This design comes from an exercise in tuning for small area, a short achievable clock period and few clock cycles on the open sky130 flow, not from production work. The RTL was checked by simulation tests, not by an equivalence proof against the original design. Power is estimated from default activity; no workload was simulated.

## flow/design.v (module list and top-level ports; edited modules follow where they fit)
// module prefixAdder: 30 lines
// module mulRow: 25 lines
// module mulArray: 2508 lines
// module mulPipeChip: 19 lines
module mulPipeChip (
	input logic clk,
	input logic arstN,
	input logic in_valid,
	input logic [31:0] in_a,
	input logic [31:0] in_b,
	output logic out_valid,
	output logic [63:0] out_product
);
  // ...
==> flow/flow/run.sh <==
#!/bin/bash
set -euo pipefail
MARGIN=$(cat flow/margin.txt)
bash standard.sh SYNTH_ARGS=-noabc SETUP_SLACK_MARGIN="$MARGIN" finish > standard_flow.log 2>&1
==> flow/flow/margin.txt <==
9.3
==> flow/standard.sh <==
#!/bin/bash
# synth_recipe.tcl (not shown) runs the flow's synth.tcl, then flattens the netlist and writes it again
# the make line also repeats each setting of config.mk as NAME=value (left out here)
make -C /OpenROAD-flow-scripts/flow DESIGN_CONFIG=/design/flow/config.mk WORK_HOME=/design/flow/orfs CLKGATE_MAP_FILE= SYNTH_SCRIPT=/design/flow/synth_recipe.tcl "${@:-finish}"
==> flow/config.mk <==
export PLATFORM = sky130hd
export DESIGN_NAME = mulPipeChip
export DESIGN_NICKNAME = mulPipeChip
export VERILOG_FILES = /design/flow/design.v
export SDC_FILE = /design/flow/constraint.sdc
export NUM_CORES = 4
export LEC_CHECK = 0
export CAP_MARGIN = 50
export CORE_MARGIN = 2
export CORE_UTILIZATION = 55
export SLEW_MARGIN = 80
==> flow/constraint.sdc <==
create_clock -name core_clock -period 13.0 [get_ports {clk}]
set_input_delay 2.6000 -clock core_clock [delete_from_list [all_inputs] [get_ports {clk}]]
set_output_delay 2.6000 -clock core_clock [all_outputs]
set_load 0.01 [all_outputs]
==> impl_metrics.env, run 1 <==
export IMPL_floorplan_rows=83
export IMPL_min_path_type="reg2reg"
export IMPL_ys_types=55
export IMPL_setup_ws_ns=9.324
export IMPL_timing_hold_worst_start="mulArray_i.v1_q"
export IMPL_slew_headroom_pct=78.84
export IMPL_seq_power_w=0.00157
export IMPL_fin_crit_sh_pct=28.28
export IMPL_layout_cells_most_common_list="sky130_fd_sc_hd__xnor2_1 (517), sky130_fd_sc_hd__a22oi_1 (477), sky130_fd_sc_hd__fa_1 (453)"
export IMPL_design_die_area_sq_mm=0.05407
export IMPL_ctsRootBufferMaster="sky130_fd_sc_hd__clkbuf_16"
export IMPL_finalHoldWorstSlack_ns=0.3462
export IMPL_flow_area_growth_from_synthesis_pct=21.16
export IMPL_inv_count=78
export IMPL_grtUsageMet1_pct=50.21
export IMPL_met1Wirelength_microns=39090
export IMPL_postCtsSetupBuffers=7
export IMPL_drt_initial_drc_count=2980
export IMPL_fmaxAchievable_ghz=0.2720
export IMPL_global_route_usage_met3_pct=12.08
export IMPL_top_power_group="combinational cells"
export IMPL_end_kind="register"
export IMPL_worst_path_stages=10
export IMPL_clock_sink_count=286
export IMPL_met3_layer_wire_length_in_the_routed_design_microns=12890
export IMPL_total_count_of_max_transition_violations_in_the_final_report=0
export IMPL_synth_seq_area_share_pct=19.99
export IMPL_status="finished clean"
export IMPL_path_clk_slew_ns=0.06
export IMPL_clockPowerShare_pct=10.1
export IMPL_insertedDiodeCount=1
Testbench counts, summed over its fixed seeds: cycles 16,024.
==> run 2, diff against run 1 <==
==> flow/config.mk (replaced) <==
export PLATFORM = sky130hd
export DESIGN_NAME = mulPipeChip
export DESIGN_NICKNAME = mulPipeChip
export VERILOG_FILES = /design/flow/design.v
export SDC_FILE = /design/flow/constraint.sdc
export NUM_CORES = 4
export LEC_CHECK = 0
export CAP_MARGIN = 20
export CORE_MARGIN = 2
export CORE_UTILIZATION = 65
export PLACE_DENSITY = 0.75
export SLEW_MARGIN = 20
==> run 2 against run 1 <==
Effect of this change:
- die area is 15% lower
- fmax shrank 0.54%
- critical endpoint is now out_product[63]
- global-route usage increased by 4.7 points
- non-clock buffer count shrank 47
- area after synthesis unchanged
- highest routed layer unchanged
- utilization grew 8.9 points
- combinational power fell by 4.1%
- sequential cell count stayed put
==> impl_metrics.env, run 2 <==
export IMPL_worst_slew_pin_transition_ns=0.6122
export IMPL_global_route_usage_met3_pct=18.30
export IMPL_setup_viol=0
export IMPL_cts_max_path_buffers=3
export IMPL_cp_top_family="flip-flops"
export IMPL_final_setup_tns_ns=0
export IMPL_globalRoute_busiestLayer="met2"
export IMPL_finalWeightedCongestion=0.9123
export IMPL_clock_sink_count=286
export IMPL_synth_async_reset_ratio_pct=1.049
export IMPL_cell_types_occupying_the_most_area_after_synthesis="sky130_fd_sc_hd__fa_1 (34%), sky130_fd_sc_hd__dfxtp_1 (20%), sky130_fd_sc_hd__xnor2_1 (16%), sky130_fd_sc_hd__a22oi_1 (13%), sky130_fd_sc_hd__ha_1 (4.3%)"
export IMPL_post_synth_top_area_fraction_pct=34.01
export IMPL_finalClockSkew_ns=0.05090
export IMPL_design_die_area_sq_mm=0.04589
export IMPL_timing_hold_worst_start="mulArray_i.v1_q"
export IMPL_post_drt_wl_per_cell_microns=31.86
export IMPL_combined_global_route_utilization_of_all_metal_layers_pct=41.06
export IMPL_post_dp_hpwl_microns=56520
export IMPL_total_count_of_max_transition_violations_in_the_final_report=0
export IMPL_floorplan_initialDensity_pct=65.38
export IMPL_slowest_cell_on_the_critical_path="sky130_fd_sc_hd__dfxtp_2"
export IMPL_path_clk_slew_ns=0.06
export IMPL_first_global_vias=24040
export IMPL_dominantRegCellSynth="sky130_fd_sc_hd__dfxtp_1"
export IMPL_ctsRootBufferMaster="sky130_fd_sc_hd__clkbuf_16"
export IMPL_synth_cells=2642
export IMPL_fmaxAchievable_ghz=0.2706
export IMPL_r2r_cells=8
export IMPL_wirelength_microns=105400
export IMPL_min_path_type="reg2reg"
export IMPL_critical_path_arrival_ns=1.10
export IMPL_fp_dieH_microns=214.2
export IMPL_multiInputGateArea_sq_mm=0.02168
export IMPL_drt_pre_antenna_iters=15
export IMPL_io_buffer_count=131
export IMPL_synth_fa_ha_area_share_pct=38.28
export IMPL_synth_commonest_cells="sky130_fd_sc_hd__xnor2_1 (527), sky130_fd_sc_hd__a22oi_1 (496), sky130_fd_sc_hd__fa_1 (488)"
export IMPL_unrepaired_setup_endpoints_after_global_routing="yes"
export IMPL_finalHoldWorstSlack_ns=0.3535
export IMPL_ys_ff_latch=286
export IMPL_yosysMostFrequentCell="sky130_fd_sc_hd__xnor2_1"
export IMPL_worst_ep_required_time_ns=10.40
export IMPL_via_per_inst=7.207
export IMPL_synth_edff_count=0
export IMPL_maxCapViolations=0
export IMPL_sequential_cell_area_sq_mm=0.005902
export IMPL_timing_critical_path_cells="buf_6"
export IMPL_layout_cells_most_common_list="sky130_fd_sc_hd__xnor2_1 (527), sky130_fd_sc_hd__a22oi_1 (495), sky130_fd_sc_hd__fa_1 (484)"
export IMPL_leakage_power_nw=13.14
export IMPL_worst_r2r_startpoint="mulArray_i.two_q[7]"
export IMPL_insertedDiodeCount=0
export IMPL_drc_errors=0
export IMPL_grt_max_degree=38
export IMPL_sum_of_buffers_and_inverters_on_the_critical_path=1
export IMPL_worst_r2r_setup_slack_ns=9.31
export IMPL_overflow=0
export IMPL_insertion_delay_ns=0.65
export IMPL_layout_commonest_cell="sky130_fd_sc_hd__xnor2_1"
export IMPL_fillers=2858
export IMPL_post_synth_top_area_cell="sky130_fd_sc_hd__fa_1"
export IMPL_rr_endpoint="mulArray_i.mid_q[65]"
export IMPL_io_pin_count=132
export IMPL_cts_buffers=31
export IMPL_flow_area_growth_from_synthesis_pct=16.93
export IMPL_cts_htree_levels=1
export IMPL_grt_antenna_before_repair=1
export IMPL_yosys_area_share_simple_pct=3.811
export IMPL_detail_route_antenna_nets=0
export IMPL_yosysWarnings=1
export IMPL_fin_crit_sh_pct=28.43
export IMPL_syn_avg_cell_area_sq_um=10.87
export IMPL_gr_usage_met2_pct=60.23
export IMPL_synth_compound_gate_area_share_pct=15.54
export IMPL_synth_top_family_by_area="adder cells"
export IMPL_start_kind="register"
export IMPL_regMostFlops="mulArray_i.mid_q"
export IMPL_yosys_area_share_xor_xnor_pct=17.56
export IMPL_floorplan_rows=77
export IMPL_vias=23840
export IMPL_synthesized_area_sq_mm=0.02872
export IMPL_design_core_area_sq_mm=0.04393
export IMPL_grt_first_pass_wirelength_microns=143100
export IMPL_critical_path_max_fanout=1
export IMPL_clock_tree_from_tritoncts="done"
export IMPL_reg_top3="mulArray_i.mid_q x138, mulArray_i.out_product x64, mulArray_i.a_q x32"
export IMPL_synth_area_mux_share_pct=0
export IMPL_drive_gt1_share_pct=14.33
export IMPL_cpPeakStageDelay_ns=0.35
export IMPL_overall_die_width_microns=214.2
export IMPL_synth_seq_area_share_pct=19.99
export IMPL_drt_initial_drc_count=4227
export IMPL_status="finished clean"
export IMPL_worst_hold_path_endpoint="mulArray_i.out_valid"
export IMPL_end_kind="output port"
export IMPL_vdd_ir_drop_max_mv=0.2875
export IMPL_power_per_cell_area_mw_per_mm2=268.0
export IMPL_grtUsageMet1_pct=52.76
export IMPL_worst_setup_path_type="reg2out"
export IMPL_hold_viol=0
export IMPL_finalNetCount=3344
export IMPL_largest_reg_flops=138
export IMPL_slew_headroom_pct=59.02
export IMPL_final_period_minus_worst_setup_slack_ns=3.696
export IMPL_timing_hold_worst_path_depth=0
export IMPL_ys_types=55
export IMPL_cts_hold_fix_buffers=0
==> run 2: area by class of cell <==
type	instances	share of cell area, %
Tap cell	592	2.205
Inverter	78	0.8717
Timing Repair Buffer	307	11.73
Clock inverter	12	0.4172
Multi-Input combinational cell	1987	64.56
Sequential cell	286	17.57
Clock buffer	45	2.645
==> run 2: logic make-up (layout without fill, tap and decap cells) <==
| logic type | Yosys count | in the layout |
|---|---|---|
| buffers and inverters | 369 | 442 |
| XOR/XNOR | 576 | 576 |
| AND/OR/NAND/NOR | 223 | 223 |
| AO/OA/AOI/OAI | 602 | 602 |
| adder cells (fa/ha/maj) | 586 | 586 |
| flip-flops | 286 | 286 |
==> run 2: worst max path at each step <==
| stage | start | to | slack, ns | cells after the start |
|---|---|---|---|---|
| after global routing | mulArray_i.mid_q[48] | mulArray_i.out_product[63] | 9.21 | 13 |
| after CTS | mulArray_i.two_q[4] | mulArray_i.mid_q[53] | 9.27 | 8 |
| after global placement | mulArray_i.a_q[11] | mulArray_i.mid_q[56] | 8.84 | 8 |
| after detailed placement | mulArray_i.a_q[11] | mulArray_i.mid_q[56] | 8.82 | 8 |
| final | mulArray_i.out_product[63] | out_product[63] | 9.30 | 1 |
| after floorplan | mulArray_i.neg_q[13] | mulArray_i.mid_q[56] | 9.29 | 8 |
==> run 2: metrics by stage <==
stage	instances	worst slack [ns]	power [W]	util [%]	area, sq um
after floorplan	2642	9.288	0.005883	-	28760
after global placement	3145	8.840	0.007578	68.85	30250
after detailed placement	3145	8.823	0.007791	68.85	30250
after CTS	3214	9.267	0.008706	71.90	31590
after global routing	3307	9.213	0.009757	76.45	33590
final	3307	9.304	0.009001	76.45	33590
==> run 2: what timing repair did <==
action	in CTS	in global routing
setup buffers	12	63
resized for setup	363	213
pin swaps	0	29
gates cloned	0	30
endpoints found under the setup margin	139	52
==> run 2: routing by layer <==
| layer | vias up | part of all wire (%) |
|---|---|---|
| met5 | - | 0.19 |
| met4 | 8 | 8.7 |
| met3 | 768 | 18 |
| met2 | 2468 | 40 |
| met1 | 11570 | 33 |
| li1 | 9021 | - |
==> run 2: report_power, final <==
part	switching (W)	total (W)	leakage, nW	internal [W]
clock network	0.000383	0.000897	0.509	0.000514
logic	0.00362	0.00653	10.2	0.00291
registers	0.000175	0.00158	2.44	0.00140
==> run 3, diff against run 2 <==
==> flow/flow/run.sh (replaced) <==
#!/bin/bash
# The standard ORFS layout (the standard.sh) with these changes:
# - SYNTH_ARGS=-noabc: Yosys's generic synth skips its early "abc -fast", so
#   extract_fa sees the full adders as the RTL writes them (no inverters
#   between adders); everything else in synthesis is the standard script;
# - clock tree synthesis uses larger sink clusters (a shallower, balanced
#   tree) and no dummy loads.
set -euo pipefail
MARGIN=$(cat flow/margin.txt)
CTS="$(cat flow/cts_args.txt)"
bash standard.sh SYNTH_ARGS=-noabc SETUP_SLACK_MARGIN="$MARGIN" "CTS_ARGS=$CTS" finish > standard_flow.log 2>&1
==> flow/flow/cts_args.txt (new file) <==
-sink_clustering_enable -repair_clock_nets -sink_clustering_size 30 -sink_clustering_max_diameter 200 -dont_use_dummy_load
--- a/flow/config.mk
+++ b/flow/config.mk
@@ -7,6 +7,6 @@
 export LEC_CHECK = 0
 export CAP_MARGIN = 20
 export CORE_MARGIN = 2
-export CORE_UTILIZATION = 65
-export PLACE_DENSITY = 0.75
+export CORE_UTILIZATION = 60
+export PLACE_DENSITY = 0.7
 export SLEW_MARGIN = 20
==> run 3 against run 2 <==
Effect of this change:
- still clean
- clock-buffer cell count is 32 lower
- clock power is 48% lower
- first-iteration DRC count is 26% lower
- area after synthesis stayed put
- utilization is 9.3 points lower
- worst setup slack worse by 0.0094 ns
- global-route usage is 3.0 points lower
- clock skew is 0.0042 ns lower
- fmax is 0.25% lower
- hold slack better by 0.0058 ns
- routed wire length is 9.7% lower
- critical path depth is 6 higher
- critical endpoint is now mulArray_i.mid_q[96]
- largest cell class unchanged
==> impl_metrics.env, run 3 <==
export IMPL_vias=22090
export IMPL_synth_seq_area_share_pct=19.99
export IMPL_clock_sink_count=286
export IMPL_finalHoldWorstSlack_ns=0.3593
export IMPL_dominantRegCellSynth="sky130_fd_sc_hd__dfxtp_1"
export IMPL_setup_viol=0
export IMPL_unrepaired_setup_endpoints_after_global_routing="yes"
export IMPL_largest_reg_flops=138
export IMPL_hold_viol=0
export IMPL_grt_max_degree=38
export IMPL_cts_buffers=13
export IMPL_r2r_cells=7
export IMPL_leakage_power_nw=12.26
export IMPL_min_path_type="reg2reg"
export IMPL_clock_tree_from_tritoncts="done"
export IMPL_post_drt_wl_per_cell_microns=29.51
export IMPL_wirelength_microns=95170
export IMPL_cp_top_family="adder cells"
export IMPL_grt_first_pass_wirelength_microns=142300
export IMPL_cell_types_occupying_the_most_area_after_synthesis="sky130_fd_sc_hd__fa_1 (34%), sky130_fd_sc_hd__dfxtp_1 (20%), sky130_fd_sc_hd__xnor2_1 (16%), sky130_fd_sc_hd__a22oi_1 (13%), sky130_fd_sc_hd__ha_1 (4.3%)"
export IMPL_total_count_of_max_transition_violations_in_the_final_report=0
export IMPL_layout_cells_most_common_list="sky130_fd_sc_hd__xnor2_1 (527), sky130_fd_sc_hd__a22oi_1 (494), sky130_fd_sc_hd__fa_1 (486)"
export IMPL_finalWeightedCongestion=0.8765
export IMPL_ys_types=55
export IMPL_ctsRootBufferMaster="sky130_fd_sc_hd__clkbuf_16"
export IMPL_critical_path_max_fanout=35
export IMPL_drive_gt1_share_pct=10.24
export IMPL_floorplan_rows=80
export IMPL_final_setup_tns_ns=0
export IMPL_drt_pre_antenna_iters=8
export IMPL_slew_headroom_pct=54.46
export IMPL_synth_commonest_cells="sky130_fd_sc_hd__xnor2_1 (527), sky130_fd_sc_hd__a22oi_1 (496), sky130_fd_sc_hd__fa_1 (488)"
export IMPL_combined_global_route_utilization_of_all_metal_layers_pct=38.08
export IMPL_yosysMostFrequentCell="sky130_fd_sc_hd__xnor2_1"
export IMPL_postPlaceCellArea_sq_mm=0.03027
export IMPL_post_synth_top_area_cell="sky130_fd_sc_hd__fa_1"
export IMPL_drt_initial_drc_count=3117
export IMPL_path_clk_slew_ns=0.12
export IMPL_finalCoreUtilization_pct=67.11
export IMPL_cts_htree_levels=1
export IMPL_cts_max_path_buffers=3
export IMPL_timing_critical_path_cells="clkbuf_8 > xnor2_1 > fa_1 > fa_1 > fa_1 > fa_1 > fa_1"
export IMPL_critical_path_arrival_ns=4.18
export IMPL_cpPeakStageDelay_ns=0.54
export IMPL_report_power_total_w=0.008463
export IMPL_fmaxAchievable_ghz=0.2699
export IMPL_io_buffer_count=131
export IMPL_insertion_delay_ns=0.57
export IMPL_end_kind="register"
export IMPL_start_kind="register"
export IMPL_status="finished clean"
export IMPL_drc_errors=0
export IMPL_yosysWarnings=1
export IMPL_detail_route_antenna_nets=0
export IMPL_post_synth_top_area_fraction_pct=34.01
export IMPL_io_pin_count=132
export IMPL_overflow=0
export IMPL_finalNetCount=3263
export IMPL_fin_crit_sh_pct=28.50
export IMPL_synth_cells=2642
export IMPL_worst_setup_path_type="reg2reg"
export IMPL_vdd_ir_drop_max_mv=0.1639
export IMPL_ys_ff_latch=286
export IMPL_worst_path_stages=7
export IMPL_cts_hold_fix_buffers=0
export IMPL_power_per_cell_area_mw_per_mm2=265.2
export IMPL_cp_most_frequent_cell="sky130_fd_sc_hd__fa_1"
export IMPL_layout_commonest_cell="sky130_fd_sc_hd__xnor2_1"
export IMPL_reg_top3="mulArray_i.mid_q x138, mulArray_i.out_product x64, mulArray_i.a_q x32"
export IMPL_via_per_inst=6.851
export IMPL_synthesized_area_sq_mm=0.02872
export IMPL_worst_ep_required_time_ns=13.47
export IMPL_synth_async_reset_ratio_pct=1.049
export IMPL_first_global_vias=23510
export IMPL_timing_hold_worst_path_depth=0
export IMPL_post_dp_hpwl_microns=56050
export IMPL_final_period_minus_worst_setup_slack_ns=3.705
export IMPL_syn_avg_cell_area_sq_um=10.87
export IMPL_fp_dieH_microns=222.8
export IMPL_overall_die_width_microns=222.8
export IMPL_finalClockSkew_ns=0.04668
export IMPL_worst_slew_pin_transition_ns=0.6802
export IMPL_slowest_cell_on_the_critical_path="sky130_fd_sc_hd__fa_1"
export IMPL_grt_antenna_before_repair=4
export IMPL_design_die_area_sq_mm=0.04964
export IMPL_design_core_area_sq_mm=0.04755
export IMPL_floorplan_initialDensity_pct=60.41
export IMPL_flow_area_growth_from_synthesis_pct=11.09
export IMPL_synth_edff_count=0
export IMPL_regMostFlops="mulArray_i.mid_q"
export IMPL_finalInstanceArea_sq_mm=0.03191
export IMPL_sum_of_buffers_and_inverters_on_the_critical_path=1
export IMPL_maxCapViolations=0
==> run 3: worst paths after layout <==
check	slack, ns	endpoint	from
max	9.29	mulArray_i.mid_q[96]	mulArray_i.neg_q[11]
min	0.36	mulArray_i.v1_q	mulArray_i.v0_q
max reg2reg	9.29	mulArray_i.mid_q[96]	mulArray_i.neg_q[11]
min reg2reg	0.36	mulArray_i.v1_q	mulArray_i.v0_q
max in group asynchronous	10.62	mulArray_i.out_valid	arstN
min in group asynchronous	2.24	mulArray_i.v1_q	arstN
==> run 3: layout make-up <==
cell class | count | area [sq um]
fill | 3569 | 15640
clock buffer | 13 | 325.3
multi-input combinational | 1987 | 21710
timing repair buffer | 244 | 2972
tap | 615 | 769.5
antenna | 2 | 5.005
inverter | 78 | 292.8
sequential | 286 | 5838
==> run 3: power by group <==
part | switching [W] | internal [W] | leakage [nW] | total, W
clock network | 0.000282 | 0.000182 | 0.160 | 0.000464
logic | 0.00357 | 0.00287 | 9.67 | 0.00643
registers | 0.000166 | 0.00140 | 2.43 | 0.00157
total | 0.00401 | 0.00445 | 12.3 | 0.00846
==> run 3: worst register-to-register path, delay by kind of cell, from the launching register on <==
family | cells | cell delay (ns)
adders and majority gates | 5 | 2.59
buffers and inverters | 1 | 0.41
xor gates and xnor gates | 1 | 0.27
DFF | 1 | 0.34
==> run 3: layer usage <==
metal,part of all wire [%],vias up,routed length [microns],global-route usage [%]
met5,0.088,-,84,1.173
met4,5.4,6,5106,16.95
met3,15,416,14220,12.85
met2,44,1806,41540,57.93
met1,36,11040,34210,49.47
li1,-,8826,-,-
==> run 3: through the flow <==
stage | cells | worst slack (ns)
floorplan | 2642 | 9.288
global placement | 3167 | 8.941
detailed placement | 3167 | 8.917
CTS | 3191 | 9.247
global route | 3224 | 9.231
finish | 3225 | 9.295
==> run 3: kinds of logic (layout without fill, tap and decap cells) <==
family                   count (synthesis)  in the layout  synth area share [%]
AO/OA/AOI/OAI                          602            602                 15.54
XOR/XNOR                               576            576                 17.56
adder cells (fa/ha/maj)                586            586                 38.28
buffers and inverters                  369            335                 4.822
flip-flops                             286            286                 19.99
other                                    0              2                     0
AND/OR/NAND/NOR                        223            223                 3.811
==> run 3: repair_timing <==
action / 4_1_cts / 5_1_grt
pin swaps: 0 / 9
resized for setup: 283 / 198
gates cloned: 0 / 6
setup endpoints to repair: 132 / 85
setup buffers: 11 / 26
==> run 4, diff against run 3 <==
==> flow/flow/cts_args.txt (replaced) <==
-sink_clustering_enable -repair_clock_nets -sink_clustering_size 20 -sink_clustering_max_diameter 150 -dont_use_dummy_load
--- a/flow/config.mk
+++ b/flow/config.mk
@@ -7,6 +7,6 @@
 export LEC_CHECK = 0
 export CAP_MARGIN = 20
 export CORE_MARGIN = 2
-export CORE_UTILIZATION = 60
-export PLACE_DENSITY = 0.7
+export CORE_UTILIZATION = 65
+export PLACE_DENSITY = 0.75
 export SLEW_MARGIN = 20
==> run 4 against run 3 <==
Effect of this change:
- synthesized cell count is the same
- global-route usage grew 2.8 points
- combinational power grew 2%
- first-iteration DRC count grew 32%
- cell count grew 0.90%
- sequential cell count is the same
- final area grew 3.6%
- die area shrank 7.6%
- area after synthesis is the same
- register-to-register slack lost 0.03 ns
- routed wire length grew 9.7%
- hold slack gained 0.0015 ns
- largest power group unchanged
==> impl_metrics.env, run 4 <==
export IMPL_netSwitchingPower_w=0.004121
export IMPL_power_per_cell_area_mw_per_mm2=262.7
export IMPL_min_path_type="reg2reg"
export IMPL_final_setup_tns_ns=0
export IMPL_leakage_power_nw=12.82
export IMPL_unrepaired_setup_endpoints_after_global_routing="yes"
export IMPL_fmaxAchievable_ghz=0.2678
export IMPL_via_per_inst=7.241
export IMPL_cts_htree_levels=1
export IMPL_insertion_delay_ns=0.57
export IMPL_layout_commonest_cell="sky130_fd_sc_hd__xnor2_1"
export IMPL_clock_tree_from_tritoncts="done"
export IMPL_io_pin_count=132
export IMPL_cts_buffers=18
export IMPL_end_kind="register"
export IMPL_cts_max_path_buffers=3
export IMPL_largest_reg_flops=138
export IMPL_overall_die_width_microns=214.2
export IMPL_status="finished clean"
export IMPL_finalClockSkew_ns=0.04747
export IMPL_maxCapViolations=0
export IMPL_final_period_minus_worst_setup_slack_ns=3.734
export IMPL_io_buffer_count=131
export IMPL_grt_max_degree=38
export IMPL_regMostFlops="mulArray_i.mid_q"
export IMPL_fin_crit_sh_pct=28.72
export IMPL_floorplan_rows=77
export IMPL_grt_first_pass_wirelength_microns=142600
export IMPL_worst_slew_pin_transition_ns=0.6562
export IMPL_ctsRootBufferMaster="sky130_fd_sc_hd__clkbuf_16"
export IMPL_drt_pre_antenna_iters=12
export IMPL_synth_commonest_cells="sky130_fd_sc_hd__xnor2_1 (527), sky130_fd_sc_hd__a22oi_1 (496), sky130_fd_sc_hd__fa_1 (488)"
export IMPL_layout_cells_most_common_list="sky130_fd_sc_hd__xnor2_1 (527), sky130_fd_sc_hd__a22oi_1 (493), sky130_fd_sc_hd__fa_1 (484)"
export IMPL_combinationalPowerShare_pct=75.5
export IMPL_finalWeightedCongestion=0.9123
export IMPL_design_die_area_sq_mm=0.04589
export IMPL_hold_viol=0
export IMPL_syn_avg_cell_area_sq_um=10.87
export IMPL_seqPwrFrac_pct=18.1
export IMPL_total_count_of_max_transition_violations_in_the_final_report=0
export IMPL_floorplan_initialDensity_pct=65.38
export IMPL_synth_seq_area_share_pct=19.99
export IMPL_dominantRegCellSynth="sky130_fd_sc_hd__dfxtp_1"
export IMPL_r2r_cells=8
export IMPL_start_kind="register"
export IMPL_slowest_cell_on_the_critical_path="sky130_fd_sc_hd__dfxtp_4"
export IMPL_path_clk_slew_ns=0.08
export IMPL_drc_errors=0
export IMPL_post_drt_wl_per_cell_microns=32.09
export IMPL_cell_types_occupying_the_most_area_after_synthesis="sky130_fd_sc_hd__fa_1 (34%), sky130_fd_sc_hd__dfxtp_1 (20%), sky130_fd_sc_hd__xnor2_1 (16%), sky130_fd_sc_hd__a22oi_1 (13%), sky130_fd_sc_hd__ha_1 (4.3%)"
export IMPL_multiInputGateArea_sq_mm=0.02173
export IMPL_sequential_cell_area_sq_mm=0.005919
export IMPL_first_global_vias=23910
export IMPL_timing_critical_path_cells="buf_4 > a22oi_1 > xnor2_1 > fa_1 > fa_1 > fa_1 > fa_1 > fa_1"
export IMPL_slew_headroom_pct=56.07
export IMPL_worst_setup_path_type="reg2reg"
export IMPL_internal_power_w=0.004560
export IMPL_critical_path_max_fanout=13
export IMPL_global_route_usage_met3_pct=18.16
export IMPL_clock_sink_count=286
export IMPL_wirelength_microns=104400
export IMPL_overflow=0
export IMPL_yosysMostFrequentCell="sky130_fd_sc_hd__xnor2_1"
export IMPL_power_share_switching_pct=47.47
export IMPL_cp_most_frequent_cell="sky130_fd_sc_hd__fa_1"
export IMPL_setup_viol=0
export IMPL_grtUsageMet1_pct=52.93
export IMPL_drive_gt1_share_pct=12.93
export IMPL_fillers=2949
export IMPL_critical_path_arrival_ns=4.15
export IMPL_finalCoreUtilization_pct=75.24
export IMPL_cpPeakStageDelay_ns=0.56
export IMPL_fp_dieH_microns=214.2
export IMPL_vias=23560
export IMPL_worst_ep_required_time_ns=13.42
export IMPL_gr_usage_met2_pct=59.61
export IMPL_ys_types=55
export IMPL_ys_ff_latch=286
export IMPL_design_core_area_sq_mm=0.04393
export IMPL_post_synth_top_area_cell="sky130_fd_sc_hd__fa_1"
export IMPL_grt_antenna_before_repair=1
export IMPL_flow_area_growth_from_synthesis_pct=15.08
export IMPL_post_dp_hpwl_microns=56520
export IMPL_clockPowerShare_pct=6.3
export IMPL_detail_route_antenna_nets=0
export IMPL_synth_async_reset_ratio_pct=1.049
export IMPL_globalRoute_busiestLayer="met2"
export IMPL_reg_top3="mulArray_i.mid_q x138, mulArray_i.out_product x64, mulArray_i.a_q x32"
export IMPL_combined_global_route_utilization_of_all_metal_layers_pct=40.87
export IMPL_synth_cells=2642
export IMPL_vdd_ir_drop_max_mv=0.3010
export IMPL_synth_edff_count=0
export IMPL_yosysWarnings=1
export IMPL_cts_hold_fix_buffers=0
export IMPL_timing_hold_worst_path_depth=0
export IMPL_synthesized_area_sq_mm=0.02872
export IMPL_drt_initial_drc_count=4114
export IMPL_post_synth_top_area_fraction_pct=34.01
export IMPL_finalNetCount=3316
[run 4: stage by stage]
stage / setup WS, ns / instance area (sq um) / cells / total power, W / hold WS [ns]
5_1_grt: 9.204 / 33050 / 3253 / 0.009437 / 0.3745
6_report: 9.266 / 33050 / 3254 / 0.008682 / 0.3609
3_3_place_gp: 8.840 / 30250 / 3145 / 0.007578 / 0.3389
2_1_floorplan: 9.288 / 28760 / 2642 / 0.005883 / 0.3312
4_1_cts: 9.300 / 31280 / 3178 / 0.008401 / 0.3611
3_5_place_dp: 8.823 / 30250 / 3145 / 0.007791 / 0.3386
[run 4: layout make-up]
type	instances	area share [%]
Multi-Input combinational cell	1987	65.73
Sequential cell	286	17.91
Timing Repair Buffer	292	11.87
Tap cell	592	2.241
Clock buffer	18	1.363
Inverter	78	0.8858
Antenna cell	1	0.007571
[run 4: power by group through the flow]
stage | Sequential, W | Combinational [W] | Clock (W)
after global routing | 0.00160 | 0.00725 | 0.000590
after CTS | 0.00157 | 0.00627 | 0.000559
after floorplan | 0.00158 | 0.00430 | 0
final | 0.00157 | 0.00656 | 0.000551
after detailed placement | 0.00159 | 0.00620 | 0
after global placement | 0.00159 | 0.00599 | 0
[run 4: kinds of logic after synthesis]
family                   synth area share (%)
AND/OR/NAND/NOR                         3.811
XOR/XNOR                                17.56
AO/OA/AOI/OAI                           15.54
buffers and inverters                   4.822
flip-flops                              19.99
adder cells (fa/ha/maj)                 38.28
[run 4: final timing paths]
check	from	end	slack (ns)
max reg2reg	mulArray_i.one_q[12]	mulArray_i.mid_q[59]	9.27
max in group asynchronous	arstN	mulArray_i.out_valid	10.63
min	mulArray_i.v0_q	mulArray_i.v1_q	0.36
max	mulArray_i.one_q[12]	mulArray_i.mid_q[59]	9.27
min in group asynchronous	arstN	mulArray_i.v0_q	2.23
min reg2reg	mulArray_i.v0_q	mulArray_i.v1_q	0.36
[run 4: metal layers]
layer / vias up / routed length [microns]
met5: - / 115
met4: 8 / 8528
met3: 700 / 18840
met2: 2373 / 41670
met1: 11550 / 35260
li1: 8930 / -
[run 4: critical path: cells and delay by family (launching register included)]
| kind | cells | cell delay (ns) |
|---|---|---|
| adder cells (fa/ha/maj) | 5 | 2.48 |
| buffers and inverters | 1 | 0.21 |
| AO/OA/AOI/OAI | 1 | 0.07 |
| flip-flops | 1 | 0.56 |
| XOR/XNOR | 1 | 0.25 |
[run 4: what timing repair did]
action / CTS / global route
gates resized for setup: 292 / 256
cloned: 0 / 32
buffers inserted: 15 / 43
pin swaps: 0 / 30
setup endpoints to repair: 139 / 81
==> run 5, diff against run 4 <==
--- a/flow/config.mk
+++ b/flow/config.mk
@@ -7,6 +7,6 @@
 export LEC_CHECK = 0
 export CAP_MARGIN = 20
 export CORE_MARGIN = 2
-export CORE_UTILIZATION = 65
-export PLACE_DENSITY = 0.75
+export CORE_UTILIZATION = 60
+export PLACE_DENSITY = 0.7
 export SLEW_MARGIN = 20
==> run 5 against run 4 <==
Effect of this change:
- area after synthesis stayed put
- hold slack worse by 0.0088 ns
- routed wire length is 3.6% lower
- global-route usage is 2.7 points lower
- combinational power is 1% lower
- sequential cell count stayed put
- worst setup slack better by 0.025 ns
- largest cell class unchanged
- highest routed layer unchanged
==> impl_metrics.env, run 5 <==
export IMPL_status="finished clean"
export IMPL_clock_tree_from_tritoncts="done"
export IMPL_setup_viol=0
export IMPL_insertion_delay_ns=0.57
export IMPL_leakage_power_nw=12.63
export IMPL_flow_area_growth_from_synthesis_pct=13.68
export IMPL_regMostFlops="mulArray_i.mid_q"
export IMPL_worst_ep_required_time_ns=13.39
export IMPL_worst_slew_pin_transition_ns=0.6835
export IMPL_cts_max_path_buffers=3
export IMPL_start_kind="register"
export IMPL_min_path_type="reg2reg"
export IMPL_post_drt_wl_per_cell_microns=30.88
export IMPL_globalRoute_busiestLayer="met2"
export IMPL_floorplan_initialDensity_pct=60.41
export IMPL_drc_errors=0
export IMPL_finalWeightedCongestion=0.8765
export IMPL_unrepaired_setup_endpoints_after_global_routing="yes"
export IMPL_maxCapViolations=0
export IMPL_power_share_switching_pct=47.26
export IMPL_setup_ws_ns=9.291
export IMPL_combined_global_route_utilization_of_all_metal_layers_pct=38.12
export IMPL_cts_hold_fix_buffers=0
export IMPL_reg_top3="mulArray_i.mid_q x138, mulArray_i.out_product x64, mulArray_i.a_q x32"
export IMPL_cts_buffers=18
export IMPL_critical_path_arrival_ns=4.10
export IMPL_design_die_area_sq_mm=0.04964
export IMPL_drt_pre_antenna_iters=8
export IMPL_critical_path_max_fanout=17
export IMPL_worst_path_stages=8
export IMPL_synth_cells=2642
export IMPL_netSwitchingPower_w=0.004058
export IMPL_combinationalPowerShare_pct=75.4
export IMPL_slowest_cell_on_the_critical_path="sky130_fd_sc_hd__dfxtp_4"
export IMPL_synth_async_reset_ratio_pct=1.049
export IMPL_grt_antenna_before_repair=2
export IMPL_synth_edff_count=0
export IMPL_cell_types_occupying_the_most_area_after_synthesis="sky130_fd_sc_hd__fa_1 (34%), sky130_fd_sc_hd__dfxtp_1 (20%), sky130_fd_sc_hd__xnor2_1 (16%), sky130_fd_sc_hd__a22oi_1 (13%), sky130_fd_sc_hd__ha_1 (4.3%)"
export IMPL_finalNetCount=3299
export IMPL_fin_crit_sh_pct=28.53
export IMPL_post_synth_top_area_cell="sky130_fd_sc_hd__fa_1"
export IMPL_gr_usage_met2_pct=57.89
export IMPL_layout_cells_most_common_list="sky130_fd_sc_hd__xnor2_1 (527), sky130_fd_sc_hd__a22oi_1 (494), sky130_fd_sc_hd__fa_1 (484)"
export IMPL_fp_dieH_microns=222.8
export IMPL_yosysMostFrequentCell="sky130_fd_sc_hd__xnor2_1"
export IMPL_worst_r2r_startpoint="mulArray_i.one_q[8]"
export IMPL_cp_top_family="adder cells"
export IMPL_largest_reg_flops=138
export IMPL_io_buffer_count=131
export IMPL_clockPowerShare_pct=6.3
export IMPL_worst_r2r_setup_slack_ns=9.29
export IMPL_cpPeakStageDelay_ns=0.64
export IMPL_power_per_cell_area_mw_per_mm2=263.0
export IMPL_ctsRootBufferMaster="sky130_fd_sc_hd__clkbuf_16"
export IMPL_post_layout_nonfiller_instances=3261
export IMPL_final_period_minus_worst_setup_slack_ns=3.709
export IMPL_total_count_of_max_transition_violations_in_the_final_report=0
export IMPL_io_pin_count=132
export IMPL_internal_power_w=0.004530
export IMPL_rr_endpoint="mulArray_i.mid_q[53]"
export IMPL_grt_first_pass_wirelength_microns=142600
export IMPL_layout_commonest_cell="sky130_fd_sc_hd__xnor2_1"
export IMPL_place_ws_ns=8.917
export IMPL_fmaxAchievable_ghz=0.2696
export IMPL_global_route_usage_met3_pct=13.13
export IMPL_cp_endpoint="mulArray_i.mid_q[53]"
export IMPL_grt_max_degree=38
export IMPL_ys_ff_latch=286
export IMPL_finalCoreUtilization_pct=68.68
export IMPL_finalInstanceArea_sq_mm=0.03265
export IMPL_end_kind="register"
export IMPL_overflow=0
export IMPL_vdd_ir_drop_max_mv=0.1577
export IMPL_post_dp_hpwl_microns=56050
export IMPL_syn_avg_cell_area_sq_um=10.87
export IMPL_post_synth_top_area_fraction_pct=34.01
export IMPL_clock_sink_count=286
export IMPL_synthesized_area_sq_mm=0.02872
export IMPL_timing_critical_path_cells="buf_16 > a22oi_1 > xnor2_1 > fa_1 > fa_1 > fa_1 > fa_1 > fa_1"
export IMPL_startpoint="mulArray_i.one_q[8]"
export IMPL_postPlaceCellArea_sq_mm=0.03027
export IMPL_r2r_cells=8
export IMPL_worst_setup_path_type="reg2reg"
export IMPL_drt_initial_drc_count=3662
export IMPL_synth_commonest_cells="sky130_fd_sc_hd__xnor2_1 (527), sky130_fd_sc_hd__a22oi_1 (496), sky130_fd_sc_hd__fa_1 (488)"
export IMPL_wirelength_microns=100700
export IMPL_yosysWarnings=1
export IMPL_detail_route_antenna_nets=0
export IMPL_synth_seq_area_share_pct=19.99
export IMPL_ys_types=55
export IMPL_floorplan_rows=80
export IMPL_place_inst=3167
export IMPL_slew_headroom_pct=54.24
export IMPL_grtUsageMet1_pct=49.30
export IMPL_cp_most_frequent_cell="sky130_fd_sc_hd__fa_1"
export IMPL_dominantRegCellSynth="sky130_fd_sc_hd__dfxtp_1"
export IMPL_first_global_vias=23680
export IMPL_design_core_area_sq_mm=0.04755
export IMPL_hold_viol=0
export IMPL_sum_of_buffers_and_inverters_on_the_critical_path=1
export IMPL_vias=22710
export IMPL_path_clk_slew_ns=0.09
export IMPL_drive_gt1_share_pct=11.31
export IMPL_seqPwrFrac_pct=18.3
export IMPL_via_per_inst=6.965
export IMPL_finalClockSkew_ns=0.06926
export IMPL_overall_die_width_microns=222.8
export IMPL_final_setup_tns_ns=0
export IMPL_cts_htree_levels=1
[run 5: per-layer routing]
layer  wire (microns)  vias up
li1                 -     8910
met1            34810    11170
met2            42330     2059
met3            16430      569
met4             7048        5
met5               85        -
[run 5: worst min-delay path by stage]
stage,from,end,slack [ns],cells after the start
final,mulArray_i.v0_q,mulArray_i.v1_q,0.35,0
after global placement,mulArray_i.v0_q,mulArray_i.v1_q,0.34,0
after detailed placement,mulArray_i.v0_q,mulArray_i.v1_q,0.34,0
after global routing,mulArray_i.v0_q,mulArray_i.v1_q,0.36,0
after CTS,mulArray_i.v0_q,mulArray_i.v1_q,0.35,0
after floorplan,mulArray_i.v1_q,mulArray_i.out_valid,0.33,0
[run 5: what timing repair did]
action                                  CTS  global route
endpoints found under the setup margin  130            92
endpoints found under the hold margin     0             0
gates resized for setup                 268           216
pin swaps                                 0            15
setup buffers                            11            42
gates cloned                              0            21
[run 5: metrics by stage]
step / hold WS, ns / total power [W]
after global placement: 0.3390 / 0.007694
final: 0.3520 / 0.008588
after detailed placement: 0.3362 / 0.007865
after floorplan: 0.3312 / 0.005883
after CTS: 0.3548 / 0.008438
after global routing: 0.3582 / 0.009407
[run 5: worst register-to-register path: cells and delay by family, from the launching register on]
family          cells  cell delay [ns]
compound gates      1             0.12
xor+xnor            1             0.23
fa+ha+maj           5             2.28
buf+inv             1             0.26
flops               1             0.64
[run 5: logic make-up (layout without fill, tap and decap cells)]
| logic type | after synthesis | count (layout) | share of synthesized area, % |
|---|---|---|---|
| AO/OA/AOI/OAI | 602 | 602 | 15.54 |
| buffers and inverters | 369 | 371 | 4.822 |
| XOR/XNOR | 576 | 576 | 17.56 |
| flip-flops | 286 | 286 | 19.99 |
| other | 0 | 2 | 0 |
| AND/OR/NAND/NOR | 223 | 223 | 3.811 |
| adder cells (fa/ha/maj) | 586 | 586 | 38.28 |
[run 5: layout make-up]
class                           instances  area, sq um
Multi-Input combinational cell       1987        21690
Fill cell                            3463        14890
Sequential cell                       286         5863
Timing Repair Buffer                  275         3583
Tap cell                              615        769.5
Clock buffer                           18        450.4
Inverter                               78        292.8
Antenna cell                            2        5.005
[run 5: power groups by stage]
| stage | logic [W] | registers [W] | clock network (W) |
|---|---|---|---|
| floorplan | 0.00430 | 0.00158 | 0 |
| global placement | 0.00610 | 0.00159 | 0 |
| detailed placement | 0.00627 | 0.00160 | 0 |
| CTS | 0.00631 | 0.00157 | 0.000558 |
| global route | 0.00722 | 0.00160 | 0.000586 |
| finish | 0.00648 | 0.00157 | 0.000544 |
==> run 6, diff against run 5 <==
==> flow/flow/run.sh (replaced) <==
#!/bin/bash
# The standard ORFS layout (the standard.sh) with these changes:
# - SYNTH_ARGS=-noabc: Yosys's generic synth skips its early "abc -fast", so
#   extract_fa sees the full adders as the RTL writes them (no inverters
#   between adders); everything else in synthesis is the standard script;
# - clock tree synthesis uses larger sink clusters (a shallower, balanced
#   tree) and no dummy loads;
# - REMOVE_ABC_BUFFERS=1: the buffers ABC put in are taken out at floorplan
#   and the placement-aware repairs buffer the nets again.
set -euo pipefail
MARGIN=$(cat flow/margin.txt)
CTS="$(cat flow/cts_args.txt)"
bash standard.sh SYNTH_ARGS=-noabc REMOVE_ABC_BUFFERS=1 SETUP_SLACK_MARGIN="$MARGIN" "CTS_ARGS=$CTS" finish > standard_flow.log 2>&1
==> run 6 against run 5 <==
Effect of this change:
- final area shrank 1.1%
- area after synthesis is the same
- global-route usage grew 0.82 points
- clock-buffer cell count is the same
- sequential power is essentially flat
- die area is the same
- worst setup slack gained 0.0042 ns
- synthesized cell count is the same
- non-clock buffer count shrank 22
- via count grew 0.74%
- utilization shrank 0.73 points
==> impl_metrics.env, run 6 <==
export IMPL_report_power_total_w=0.008576
export IMPL_post_drt_wl_per_cell_microns=31.46
export IMPL_end_kind="register"
export IMPL_status="finished clean"
export IMPL_post_dp_hpwl_microns=56980
export IMPL_first_global_vias=24060
export IMPL_via_per_inst=7.068
export IMPL_design_die_area_sq_mm=0.04964
export IMPL_cts_htree_levels=1
export IMPL_timing_hold_worst_path_depth=0
export IMPL_place_inst=3168
export IMPL_final_period_minus_worst_setup_slack_ns=3.705
export IMPL_grt_max_degree=38
export IMPL_insertion_delay_ns=0.58
export IMPL_ys_types=55
export IMPL_path_clk_slew_ns=0.09
export IMPL_netSwitchingPower_w=0.004041
export IMPL_min_path_type="reg2reg"
export IMPL_critical_path_arrival_ns=4.13
export IMPL_power_share_switching_pct=47.12
export IMPL_yosysMostFrequentCell="sky130_fd_sc_hd__xnor2_1"
export IMPL_overall_die_width_microns=222.8
export IMPL_internal_power_w=0.004535
export IMPL_maxCapViolations=0
export IMPL_worst_setup_path_type="reg2reg"
export IMPL_ys_ff_latch=286
export IMPL_power_per_cell_area_mw_per_mm2=265.5
export IMPL_regMostFlops="mulArray_i.mid_q"
export IMPL_vdd_ir_drop_max_mv=0.2316
export IMPL_worst_r2r_setup_slack_ns=9.30
export IMPL_worst_r2r_startpoint="mulArray_i.neg_q[5]"
export IMPL_cpPeakStageDelay_ns=0.70
export IMPL_design_core_area_sq_mm=0.04755
export IMPL_cp_endpoint="mulArray_i.mid_q[53]"
export IMPL_synthesized_area_sq_mm=0.02872
export IMPL_seqPwrFrac_pct=18.2
export IMPL_vias=22880
export IMPL_cts_hold_fix_buffers=0
export IMPL_slew_headroom_pct=62.00
export IMPL_synth_commonest_cells="sky130_fd_sc_hd__xnor2_1 (527), sky130_fd_sc_hd__a22oi_1 (496), sky130_fd_sc_hd__fa_1 (488)"
export IMPL_finalNetCount=3277
export IMPL_floorplan_initialDensity_pct=60.41
export IMPL_layout_commonest_cell="sky130_fd_sc_hd__xnor2_1"
export IMPL_largest_reg_flops=138
export IMPL_worst_ep_required_time_ns=13.42
export IMPL_post_synth_top_area_cell="sky130_fd_sc_hd__fa_1"
export IMPL_cell_types_occupying_the_most_area_after_synthesis="sky130_fd_sc_hd__fa_1 (34%), sky130_fd_sc_hd__dfxtp_1 (20%), sky130_fd_sc_hd__xnor2_1 (16%), sky130_fd_sc_hd__a22oi_1 (13%), sky130_fd_sc_hd__ha_1 (4.3%)"
export IMPL_overflow=0
export IMPL_fmaxAchievable_ghz=0.2699
export IMPL_combinationalPowerShare_pct=75.3
export IMPL_drt_pre_antenna_iters=8
export IMPL_cp_most_frequent_cell="sky130_fd_sc_hd__fa_1"
export IMPL_io_buffer_count=131
export IMPL_clock_tree_from_tritoncts="done"
export IMPL_insertedDiodeCount=0
export IMPL_post_layout_nonfiller_instances=3237
export IMPL_slowest_cell_on_the_critical_path="sky130_fd_sc_hd__fa_1"
export IMPL_critical_path_max_fanout=35
export IMPL_detail_route_antenna_nets=0
export IMPL_fp_dieH_microns=222.8
export IMPL_floorplan_rows=80
export IMPL_finalWeightedCongestion=0.9188
export IMPL_startpoint="mulArray_i.neg_q[5]"
export IMPL_r2r_cells=7
export IMPL_flow_area_growth_from_synthesis_pct=12.47
export IMPL_setup_ws_ns=9.295
export IMPL_grt_antenna_before_repair=2
export IMPL_synth_edff_count=0
export IMPL_ctsRootBufferMaster="sky130_fd_sc_hd__clkbuf_16"
export IMPL_place_ws_ns=8.865
export IMPL_start_kind="register"
export IMPL_drt_initial_drc_count=3916
export IMPL_finalHoldWorstSlack_ns=0.3607
export IMPL_dominantRegCellSynth="sky130_fd_sc_hd__dfxtp_1"
export IMPL_reg_top3="mulArray_i.mid_q x138, mulArray_i.out_product x64, mulArray_i.a_q x32"
export IMPL_wirelength_microns=101800
export IMPL_post_synth_top_area_fraction_pct=34.01
export IMPL_leakage_power_nw=12.45
export IMPL_cts_max_path_buffers=3
export IMPL_setup_viol=0
export IMPL_synth_async_reset_ratio_pct=1.049
export IMPL_total_count_of_max_transition_violations_in_the_final_report=0
export IMPL_grt_first_pass_wirelength_microns=144600
export IMPL_fin_crit_sh_pct=28.50
export IMPL_clock_sink_count=286
export IMPL_cts_buffers=18
export IMPL_timing_critical_path_cells="buf_6 > xnor2_1 > fa_1 > fa_1 > fa_1 > fa_1 > fa_1"
export IMPL_synth_cells=2642
export IMPL_drc_errors=0
export IMPL_unrepaired_setup_endpoints_after_global_routing="yes"
export IMPL_worst_slew_pin_transition_ns=0.5700
export IMPL_final_setup_tns_ns=0
export IMPL_combined_global_route_utilization_of_all_metal_layers_pct=38.95
export IMPL_finalClockSkew_ns=0.08919
export IMPL_io_pin_count=132
export IMPL_hold_viol=0
export IMPL_rr_endpoint="mulArray_i.mid_q[53]"
export IMPL_layout_cells_most_common_list="sky130_fd_sc_hd__xnor2_1 (527), sky130_fd_sc_hd__a22oi_1 (492), sky130_fd_sc_hd__fa_1 (487)"
export IMPL_drive_gt1_share_pct=11.25
export IMPL_yosysWarnings=1
export IMPL_synth_seq_area_share_pct=19.99
export IMPL_clockPowerShare_pct=6.5
export IMPL_syn_avg_cell_area_sq_um=10.87
==> run 6: cell counts after synthesis <==
No cell type changed its count.
==> run 6: layout make-up <==
type | instances | area (sq um)
multi-input cells | 1987 | 21690
fillers | 3447 | 15240
flip-flops and latches | 286 | 5871
repair buffers | 253 | 3228
well taps | 615 | 769.5
clock buffers | 18 | 450.4
inverters | 78 | 292.8
==> run 6: timing repair <==
| action | 4_1_cts | 5_1_grt |
|---|---|---|
| gates cloned | 0 | 14 |
| setup endpoints to repair | 137 | 83 |
| pin swaps | 0 | 12 |
| resized for setup | 316 | 193 |
| buffers inserted | 9 | 28 |
==> run 6: metal layers <==
metal | GRT usage [%] | wire, microns | up-vias
met5 | 1.369 | 72 | -
met4 | 22.86 | 7935 | 6
met3 | 15.17 | 17150 | 686
met2 | 57.77 | 42540 | 2147
met1 | 48.30 | 34130 | 11200
li1 | - | - | 8842
==> run 6: stage by stage <==
stage          utilization (%)  cell area (sq um)
4_1_cts                  65.58              31180
6_report                 67.94              32300
2_1_floorplan                -              27630
3_5_place_dp             63.71              30290
5_1_grt                  67.94              32300
3_3_place_gp             63.67              30270
==> run 6: cells by family after synthesis <==
group / share of synthesized area, %
simple gates: 3.811
buf+inv: 4.822
compound gates: 15.54
flops: 19.99
xor+xnor: 17.56
fa+ha+maj: 38.28
==> run 6: worst max-delay path: cells and delay by family (launching register included) <==
kind / cells / cell delay, ns
buf+inv: 1 / 0.41
xor+xnor: 1 / 0.19
fa+ha+maj: 5 / 2.54
flops: 1 / 0.33
==> run 6: worst min path at each step <==
stage | from | to
after floorplan | mulArray_i.v1_q | mulArray_i.out_valid
after global placement | mulArray_i.v1_q | mulArray_i.out_valid
after detailed placement | mulArray_i.v0_q | mulArray_i.v1_q
after CTS | mulArray_i.v1_q | mulArray_i.out_valid
after global routing | mulArray_i.v0_q | mulArray_i.v1_q
final | mulArray_i.v1_q | mulArray_i.out_valid
==> run 6: power by group through the flow <==
| stage | clock network, W | registers [W] | logic, W |
|---|---|---|---|
| after detailed placement | 0 | 0.00159 | 0.00622 |
| final | 0.000559 | 0.00156 | 0.00646 |
| after global routing | 0.000597 | 0.00159 | 0.00717 |
| after global placement | 0 | 0.00158 | 0.00602 |
| after CTS | 0.000566 | 0.00157 | 0.00624 |
| after floorplan | 0 | 0.00169 | 0.00416 |
==> run 7, diff against run 6 <==
==> flow/flow/run.sh (replaced) <==
#!/bin/bash
# The standard ORFS layout (the standard.sh) with these changes:
# - SYNTH_ARGS=-noabc: Yosys's generic synth skips its early "abc -fast", so
#   extract_fa sees the full adders as the RTL writes them (no inverters
#   between adders); everything else in synthesis is the standard script;
# - clock tree synthesis uses larger sink clusters (a shallower, balanced
#   tree) and no dummy loads;
# - MATCH_CELL_FOOTPRINT=0: the repairs may swap a cell for one of another
#   footprint (a faster port buffer or adder, say).
set -euo pipefail
MARGIN=$(cat flow/margin.txt)
CTS="$(cat flow/cts_args.txt)"
bash standard.sh SYNTH_ARGS=-noabc MATCH_CELL_FOOTPRINT=0 SETUP_SLACK_MARGIN="$MARGIN" "CTS_ARGS=$CTS" finish > standard_flow.log 2>&1
==> flow/flow/cts_args.txt (replaced) <==
-sink_clustering_enable -repair_clock_nets -sink_clustering_size 25 -sink_clustering_max_diameter 150 -dont_use_dummy_load
==> run 7 against run 6 <==
Effect of this change:
- via count fell by 2.2%
- synthesized cell count unchanged
- sequential share of layout area shrank 0.28 points
- cell count is 0.49% higher
- register-to-register slack improved by 0.03 ns
- largest cell class unchanged
- non-clock buffer count rose by 18
- worst setup slack improved by 0.019 ns
- global-route usage is 0.93 points lower
- clock-buffer cell count decreased by 3
- clock skew down 0.012 ns
- still clean on timing, DRC and antenna
- fmax rose by 0.52%
- sequential power about the same
==> impl_metrics.env, run 7 <==
export IMPL_cts_htree_levels=1
export IMPL_overflow=0
export IMPL_clock_tree_from_tritoncts="done"
export IMPL_drt_initial_drc_count=3112
export IMPL_ctsRootBufferMaster="sky130_fd_sc_hd__clkbuf_16"
export IMPL_rr_endpoint="mulArray_i.mid_q[26]"
export IMPL_io_buffer_count=131
export IMPL_r2r_cells=8
export IMPL_layout_cells_most_common_list="sky130_fd_sc_hd__xnor2_1 (527), sky130_fd_sc_hd__a22oi_1 (495), sky130_fd_sc_hd__fa_1 (483)"
export IMPL_fmaxAchievable_ghz=0.2713
export IMPL_finalInstanceArea_sq_mm=0.03278
export IMPL_syn_avg_cell_area_sq_um=10.87
export IMPL_worst_r2r_startpoint="mulArray_i.a_q[10]"
export IMPL_end_kind="output port"
export IMPL_worst_r2r_setup_slack_ns=9.33
export IMPL_io_pin_count=132
export IMPL_clock_sink_count=286
export IMPL_cts_buffers=15
export IMPL_overall_die_width_microns=222.8
export IMPL_worst_path_stages=1
export IMPL_leakage_power_nw=13.06
export IMPL_cts_max_path_buffers=3
export IMPL_start_kind="register"
export IMPL_grt_first_pass_wirelength_microns=142300
export IMPL_slew_headroom_pct=61.50
export IMPL_vdd_ir_drop_max_mv=0.1493
export IMPL_grt_antenna_before_repair=0
export IMPL_synth_commonest_cells="sky130_fd_sc_hd__xnor2_1 (527), sky130_fd_sc_hd__a22oi_1 (496), sky130_fd_sc_hd__fa_1 (488)"
export IMPL_hold_viol=0
export IMPL_via_per_inst=6.880
export IMPL_yosysWarnings=1
export IMPL_cp_top_family="flip-flops"
export IMPL_regMostFlops="mulArray_i.mid_q"
export IMPL_slowest_cell_on_the_critical_path="sky130_fd_sc_hd__dfxtp_1"
export IMPL_maxCapViolations=0
export IMPL_floorplan_initialDensity_pct=60.41
export IMPL_finalHoldWorstSlack_ns=0.3588
export IMPL_post_dp_hpwl_microns=56180
export IMPL_path_clk_slew_ns=0.10
export IMPL_status="finished clean"
export IMPL_dominantRegCellSynth="sky130_fd_sc_hd__dfxtp_1"
export IMPL_cp_endpoint="out_product[63]"
export IMPL_fillers=3435
export IMPL_power_per_cell_area_mw_per_mm2=260.2
export IMPL_worst_slew_pin_transition_ns=0.5775
export IMPL_ys_ff_latch=286
export IMPL_synth_cells=2642
export IMPL_cell_types_occupying_the_most_area_after_synthesis="sky130_fd_sc_hd__fa_1 (34%), sky130_fd_sc_hd__dfxtp_1 (20%), sky130_fd_sc_hd__xnor2_1 (16%), sky130_fd_sc_hd__a22oi_1 (13%), sky130_fd_sc_hd__ha_1 (4.3%)"
export IMPL_vias=22380
export IMPL_sum_of_buffers_and_inverters_on_the_critical_path=1
export IMPL_combined_global_route_utilization_of_all_metal_layers_pct=38.01
export IMPL_critical_path_max_fanout=1
export IMPL_critical_path_arrival_ns=1.09
export IMPL_min_path_type="reg2reg"
export IMPL_insertion_delay_ns=0.59
export IMPL_layout_commonest_cell="sky130_fd_sc_hd__xnor2_1"
export IMPL_finalWeightedCongestion=0.8707
export IMPL_setup_viol=0
export IMPL_fp_dieH_microns=222.8
export IMPL_largest_reg_flops=138
export IMPL_fin_crit_sh_pct=28.35
export IMPL_flow_area_growth_from_synthesis_pct=14.13
export IMPL_design_die_area_sq_mm=0.04964
export IMPL_post_synth_top_area_cell="sky130_fd_sc_hd__fa_1"
export IMPL_synth_seq_area_share_pct=19.99
export IMPL_synth_async_reset_ratio_pct=1.049
export IMPL_unrepaired_setup_endpoints_after_global_routing="yes"
export IMPL_synth_edff_count=0
export IMPL_detail_route_antenna_nets=0
export IMPL_grt_max_degree=38
export IMPL_yosysMostFrequentCell="sky130_fd_sc_hd__xnor2_1"
export IMPL_worst_setup_path_type="reg2out"
export IMPL_first_global_vias=23520
export IMPL_wirelength_microns=97290
export IMPL_floorplan_rows=80
export IMPL_timing_critical_path_cells="clkbuf_2"
export IMPL_drive_gt1_share_pct=9.139
export IMPL_startpoint="mulArray_i.out_product[63]"
export IMPL_reg_top3="mulArray_i.mid_q x138, mulArray_i.out_product x64, mulArray_i.a_q x32"
export IMPL_synthesized_area_sq_mm=0.02872
export IMPL_cpPeakStageDelay_ns=0.36
export IMPL_ys_types=55
export IMPL_final_period_minus_worst_setup_slack_ns=3.686
export IMPL_worst_ep_required_time_ns=10.40
export IMPL_drc_errors=0
export IMPL_post_synth_top_area_fraction_pct=34.01
export IMPL_postPlaceCellArea_sq_mm=0.03027
export IMPL_drt_pre_antenna_iters=8
export IMPL_finalClockSkew_ns=0.07710
export IMPL_finalNetCount=3292
export IMPL_total_count_of_max_transition_violations_in_the_final_report=0
export IMPL_post_drt_wl_per_cell_microns=29.91
export IMPL_design_core_area_sq_mm=0.04755
export IMPL_final_setup_tns_ns=0
-- run 7: what timing repair did --
action	in CTS	in global routing
pin swaps	0	13
buffers inserted	15	40
gates resized for setup	177	165
gates cloned	0	16
hold buffers	0	0
endpoints found under the setup margin	133	57
-- run 7: logic make-up after synthesis --
| group | Yosys count | synth area share [%] |
|---|---|---|
| XOR/XNOR | 576 | 17.56 |
| AND/OR/NAND/NOR | 223 | 3.811 |
| buffers and inverters | 369 | 4.822 |
| flip-flops | 286 | 19.99 |
| AO/OA/AOI/OAI | 602 | 15.54 |
| adder cells (fa/ha/maj) | 586 | 38.28 |
-- run 7: cell type report --
| type | instances | area (sq um) | share of cell area (%) |
|---|---|---|---|
| clock buffers | 15 | 375.4 | 1.145 |
| flip-flops and latches | 286 | 5867 | 17.90 |
| inverters | 78 | 292.8 | 0.8931 |
| repair buffers | 271 | 3780 | 11.53 |
| diodes | 1 | 2.502 | 0.007633 |
| multi-input cells | 1987 | 21700 | 66.18 |
| well taps | 615 | 769.5 | 2.347 |
-- run 7: worst min path at each step --
stage	cells after the start	end	from	slack [ns]
after detailed placement	0	mulArray_i.v1_q	mulArray_i.v0_q	0.34
after global routing	0	mulArray_i.v1_q	mulArray_i.v0_q	0.37
after CTS	0	mulArray_i.out_valid	mulArray_i.v1_q	0.36
after floorplan	0	mulArray_i.out_valid	mulArray_i.v1_q	0.33
final	0	mulArray_i.out_valid	mulArray_i.v1_q	0.36
after global placement	0	mulArray_i.out_valid	mulArray_i.v1_q	0.34
-- run 7: power by group --
group / internal [W] / switching [W] / total (W) / leakage (nW)
Combinational: 0.00293 / 0.00353 / 0.00646 / 10.4
Clock: 0.000207 / 0.000293 / 0.000500 / 0.185
Sequential: 0.00140 / 0.000178 / 0.00157 / 2.43
-- run 7: through the flow --
step,setup WS [ns],utilization [%],std cells,power (W)
after global routing,9.276,68.95,3252,0.009364
after detailed placement,8.836,63.66,3166,0.007810
after CTS,9.286,66.22,3196,0.008385
after global placement,8.874,63.66,3166,0.007623
after floorplan,9.284,-,2642,0.005882
final,9.314,68.95,3253,0.008531
-- run 7: metal layers --
metal / global-route usage (%) / part of all wire (%) / vias to the layer above
li1: - / - / 8886
met1: 48.36 / 35 / 11140
met2: 57.37 / 43 / 1896
met3: 15.39 / 16 / 455
met4: 16.54 / 5.7 / 4
met5: 0 / 0.12 / -

[port drivers added, routing unchanged]
Ports are ideal in the flow. The routed layouts listed here were re-timed in OpenROAD.
Step 1, drivers: a clkbuf_16 drives clk and a buf_2 each remaining input, both assumed.
Step 2 times the ports against the registers' clock, not the clock port: input delays grow and output delays shrink by t, the midpoint of the rising clock arrivals with the driver on.
a / b / c = ideal ports / drivers / drivers and shift; a / b = the first two.
run | shift t [ns] | slack for setup (ns) | clock arrival spread, ns
run 1 | 0.614 | 9.324 / 9.265 / 9.324 | 0.022 / 0.022
run 2 | 0.684 | 9.304 / 9.243 / 9.262 | 0.051 / 0.051
run 3 | 0.603 | 9.295 / 9.265 / 9.295 | 0.048 / 0.047
run 4 | 0.615 | 9.266 / 9.251 / 9.266 | 0.049 / 0.050
run 5 | 0.596 | 9.291 / 9.264 / 9.291 | 0.069 / 0.070
run 6 | 0.601 | 9.295 / 9.270 / 9.295 | 0.089 / 0.090
run 7 | 0.617 | 9.314 / 9.252 / 9.320 | 0.077 / 0.077
After both steps setup and hold are still met in every run listed. The setup slack of run 2, which loses most, moves by -0.061 ns with the drivers and by -0.042 ns with both steps.
